Source: an optimization exercise on an open RTL-to-GDS flow (aim: small area, a short achievable clock period and few clock cycles per item). Production flows keep margins and buffers that such runs may drop.
No run shown here included a check of the RTL's function; only the layout flow was run.
Power and IR drop assume default switching activity.

==> flow/design.v (outline; a module is shown in full before it is edited, if it fits) <==
// module mac_fa: 10 lines
// module mac_hai: 8 lines
// module mac_ha: 9 lines
// module wallace_mac: 2006 lines
module wallace_mac (
    input  wire        clk,
    input  wire        arst_n,
    input  wire        req,
    output logic       ack,
    input  wire [15:0] a,
    input  wire [15:0] b,
    input  wire [31:0] acc,
    input  wire        cin,
    output logic [32:0] result
);
  // ...
==> flow/run.sh <==
#!/bin/bash
# synth_recipe.tcl (not shown) runs the flow's synth.tcl, then flattens the netlist and writes it again
# the make line also repeats each setting of config.mk as NAME=value (left out here)
make -C /OpenROAD-flow-scripts/flow DESIGN_CONFIG=/design/flow/config.mk WORK_HOME=/design/flow/orfs CLKGATE_MAP_FILE= SYNTH_SCRIPT=/design/flow/synth_recipe.tcl finish
==> flow/config.mk <==
export PLATFORM = sky130hd
export DESIGN_NAME = wallace_mac
export DESIGN_NICKNAME = wallace_mac
export VERILOG_FILES = /design/flow/design.v
export SDC_FILE = /design/flow/constraint.sdc
export NUM_CORES = 4
export LEC_CHECK = 0
export CAP_MARGIN = 20
export CORE_MARGIN = 2
export CORE_UTILIZATION = 40
export SETUP_SLACK_MARGIN = 2.0
export SLEW_MARGIN = 20
export SYNTH_HIERARCHICAL = 1
export SYNTH_MINIMUM_KEEP_SIZE = 0
==> flow/constraint.sdc <==
create_clock -name core_clock -period 6.0 [get_ports {clk}]
set_input_delay 1.2000 -clock core_clock [delete_from_list [all_inputs] [get_ports {clk}]]
set_output_delay 1.2000 -clock core_clock [all_outputs]
set_load 0.01 [all_outputs]
==> reports/qor.yml, run 1 <==
timing:
  fin_setup_tns_ns: 0
  finalSetupViolCount: 0
  slew_headroom_pct: 44.15
die:
  die_x_um: 157.3
  io_pins: 102
  nWellTaps: 319
drt:
  routed_wl_um: 23400
  vias_per_cell: 4.961
  firstDrtPassIters: 6
  wl_met3_um: 2265
worst_setup_path:
  cp_common_cell: "nor3_2"
  path_buf_inv: 1
  cp-endpoint: "result[30]"
  critPathMaxFanout: 5
pwr:
  p_sw_share_pct: 45.04
  power.density_nw_per_um2: 649.7
  maxPowerGroup: "combinational cells"
grt:
  grt_max_degree: 17
  grt_pass1_vias: 7203
finish:
  regArea_um2: 1708
  areaGrowthSynthToFinish_pct: 19.12
  seq_cells: 85
  buf_share_pct: 12.70
  post-route-util_pct: 48.14
  clock_area_share_pct: 2.514
  fin_nets: 1297
synthesis:
  synth_cell_type_count: 37
  netlist.area_leader.share_pct: 51.96
  syn_area_um2: 9402
  syn_inst: 882
  synth.most_common_cell: "nand2_1"
  synth-edff-count: 0
  synth_fa_ha_area_share_pct: 56.22
  synth-xor-area-share_pct: 1.863
place:
  io_buffers: 101
  pre_cts_ws_ns: 0.9564
outcome:
  outcome: "finished clean"
==> run 2, diff against run 1 <==
--- a/flow/config.mk
+++ b/flow/config.mk
@@ -8,7 +8,7 @@
 export CAP_MARGIN = 20
 export CORE_MARGIN = 2
 export CORE_UTILIZATION = 40
-export SETUP_SLACK_MARGIN = 2.0
+export SETUP_SLACK_MARGIN = 1.5
 export SLEW_MARGIN = 20
 export SYNTH_HIERARCHICAL = 1
 export SYNTH_MINIMUM_KEEP_SIZE = 0
==> run 2 against run 1 <==
Against the previous run: largest cell class unchanged; critical path type unchanged; design area fell by 2.2%; power fell by 2.9%; synthesized area did not move; hold slack got worse by 0.0051 ns; critical endpoint unchanged.
==> reports/qor.yml, run 2 <==
outcome:
  outcome: "finished clean"
timing:
  slew_headroom_pct: 42.14  # -2.0 points
  worst_slack_ns: 1.082
  slew_viol_final: 0
  worst_pin_slew_ns: 0.8652
  rsz0062_at_grt: "yes"
  final-hold-violation-count: 0
  post-route-period-util_pct: 81.97
  fmax_ghz: 0.2033
  finalSetupViolCount: 0  # unchanged
  fin_crit_ns: 4.918
  fin_setup_tns_ns: 0  # unchanged
grt:
  track_usage_pct: 20.17
  grt_pass1_vias: 6844  # -5.0%
  grt_max_degree: 17  # unchanged
  overflow: 0
  grt_first_pass_wirelength_um: 37160
  grt_antenna_before_repair: 0
run:
  cap_violations: 0
clock_network:
  clock-root-buffer: "clkbuf_16"
  numCtsBuffers: 9
  clock_sinks: 85
  clk_path_buf_depth: 2
  h-tree-depth: 3
  clkTransAtPathRegs_ns: 0.06
  cts_tree: "yes"
  ctsHoldBuffers: 0
die:
  io_pins: 102  # unchanged
  row_count: 56
  core-area_um2: 23260
  die-area_um2: 24750
  die_y_um: 157.3
  initial_core_util_pct: 40.42
  die_x_um: 157.3  # unchanged
synthesis:
  syn-num-nets: 1226
  synthTopCellsByArea: "fa_1 52%, dfxtp_1 18%, nand2_1 11%"
  synthArstFlopShare_pct: 1.176
  yosysTopAreaCell: "fa_1"
  syn_area_um2: 9402  # unchanged
  netlist.area_leader.share_pct: 51.96  # unchanged
  synth_cell_type_count: 37  # unchanged
  syn_avg_cell_area_um2: 10.66
  synth_flop_cell: "dfxtp_1"
  synth-edff-count: 0  # unchanged
  yosys_warnings: 7
  ys_seq_area_share_pct: 18.15
  ys_seq_elements: 85
  synth.most_common_cell: "nand2_1"
  syn_inst: 882  # unchanged
  synth.top_cells.by_count: "264 x nand2_1, 244 x fa_1, 84 x dfxtp_1"
worst_setup_path:
  start_kind: "flip-flop"
  cp_slowest_cell: "fa_1"
  path_buf_inv: 1  # unchanged
  crit_type: "flip-flop to primary output"
  arrival_ns: 3.72
  end_kind: "primary output"
  worstSetupStartpoint: "r_fs_144$_DFF_P_"
  crit_family: "adder cells"
  cp_cell_sequence: "fa_1 -> fa_1 -> ha_4 -> nand4_4 -> nor3_2 -> nor3_2 -> a31o_4 -> a31oi_4 -> a41o_4 -> a211oi_4 -> o21bai_2 -> xnor2_1 -> buf_2"
  crit_required_ns: 4.80
  critPathMaxStageDelay_ns: 0.54
  critPathMaxFanout: 6  # +1
finish:
  diodes: 0
  multi_input_area_um2: 7121
  fin_nets: 1281  # -1.2%
  areaGrowthSynthToFinish_pct: 16.45
  mostFrequentLayoutCells: "263 x nand2_1, 244 x fa_1, 83 x dfxtp_1"
  fillers: 2193
  layout-drive-gt1-share_pct: 10.20
  regArea_um2: 1708  # unchanged
  final_common_cell: "nand2_1"
drt:
  drtAntennaViolNets: 0
  vias: 6067
  vias_per_cell: 4.815  # -2.9%
  dr.first_iter.drc_count: 366
  routed_wl_um: 22950  # -1.9%
  wl_per_cell_um: 18.21
  firstDrtPassIters: 5  # -1
  drc_errors: 0
place:
  hpwl_um: 18200
  gp_congestion: 0.8381
  pre_cts_ws_ns: 0.9050  # -0.05139 ns
  io_buffers: 101  # unchanged
pwr:
  vdd_drop_max_mv: 0.4487
  p_leak_uw: 0.004297
  power.density_nw_per_um2: 645.0  # -0.72%
min_path:
  min_path_type: "primary input to asynchronous set/reset pin"
## run 2: cell counts after synthesis
No cell type changed its count.
## run 2: logic make-up after synthesis
group,after synthesis,share of synthesized area [%]
adders and majority gates,276,56.21
other,15,0.5988
buffers and inverters,141,6.947
xor gates and xnor gates,20,1.863
AOI/OAI and AO/OA,45,3.487
DFF,85,18.15
and+or+nand+nor,300,12.74
## run 2: worst paths after layout
kind / end / slack, ns / cells after the start
max: result[30] / 1.08 / 13
min: ack$_DFF_PN0_ / 0.98 / 1
max in group asynchronous: ack$_DFF_PN0_ / 4.92 / 1
min in group core_clock: ack$_DFF_PN0_ / 1.29 / 1
## run 2: layout make-up
class                   instances  area share [%]
repair buffers                141           11.33
clock buffers                  11           2.217
well taps                     319           3.646
inverters                      44           1.509
flip-flops and latches         85           15.60
clock inverters                 4          0.6629
multi-input cells             656           65.04
## run 2: metrics by stage
step	utilization, %	instances	cell area (um^2)	power (uW)	hold WS, ns
after detailed placement	45.44	1238	10570	6587	1.353
after floorplan	-	882	9402	5236	0.9044
after global placement	45.44	1238	10570	6542	1.349
after CTS	46.83	1256	10890	7097	0.9700
final	47.06	1260	10950	7062	0.9842
after global routing	47.06	1260	10950	7785	0.9726
## run 2: report_power, final
group,leakage (uW),switching [uW],internal (uW)
Sequential,0.000719,138,851
Combinational,0.00343,2770,2690
Clock,0.000152,232,373
Total,0.00430,3140,3920
## run 2: layer usage
metal / vias to the layer above / routed length, um / track usage, %
met5: - / 0 / 0
met4: 0 / 346 / 5.411
met3: 22 / 1983 / 5.011
met2: 239 / 10960 / 32.94
met1: 3111 / 9653 / 26.98
li1: 2695 / - / -
## run 2: what timing repair did
| item | 4_1_cts | 5_1_grt |
|---|---|---|
| resized for setup | 57 | 27 |
| setup buffers | 3 | 4 |
| pin swaps | 13 | 8 |
| endpoints found under the setup margin | 23 | 20 |
## run 2: modules after synthesis (local to each module, per instance)
module       flip-flops and latches  cells
mac_hai                           0      1
wallace_mac                      85    626
mac_fa                            0      1

==> what the ideal ports hide <==
Ports are ideal in the flow. The routed layouts listed here were re-timed in OpenROAD. Step 1: set_driving_cell puts a clkbuf_16 on clk and a buf_2 on each other input, an assumption about the parent block. Step 2 also shifts input and output timing later by t, the mid clock arrival at the registers, as if the neighbouring blocks saw the same clock. a / b / c = ideal / step 1 / step 2; a / b = the first two.
run	t, ns	setup WS [ns]	hold WS [ns]	worst setup path after step 2	latest minus earliest clock arrival (ns)
run 1	0.393	1.052 / 1.008 / 1.400	0.989 / 0.971 / 1.363	register to output	0.015 / 0.015
run 2	0.391	1.082 / 1.040 / 1.196	0.984 / 0.968 / 1.359	input to register	0.016 / 0.016
After both steps every run listed still meets setup and hold.
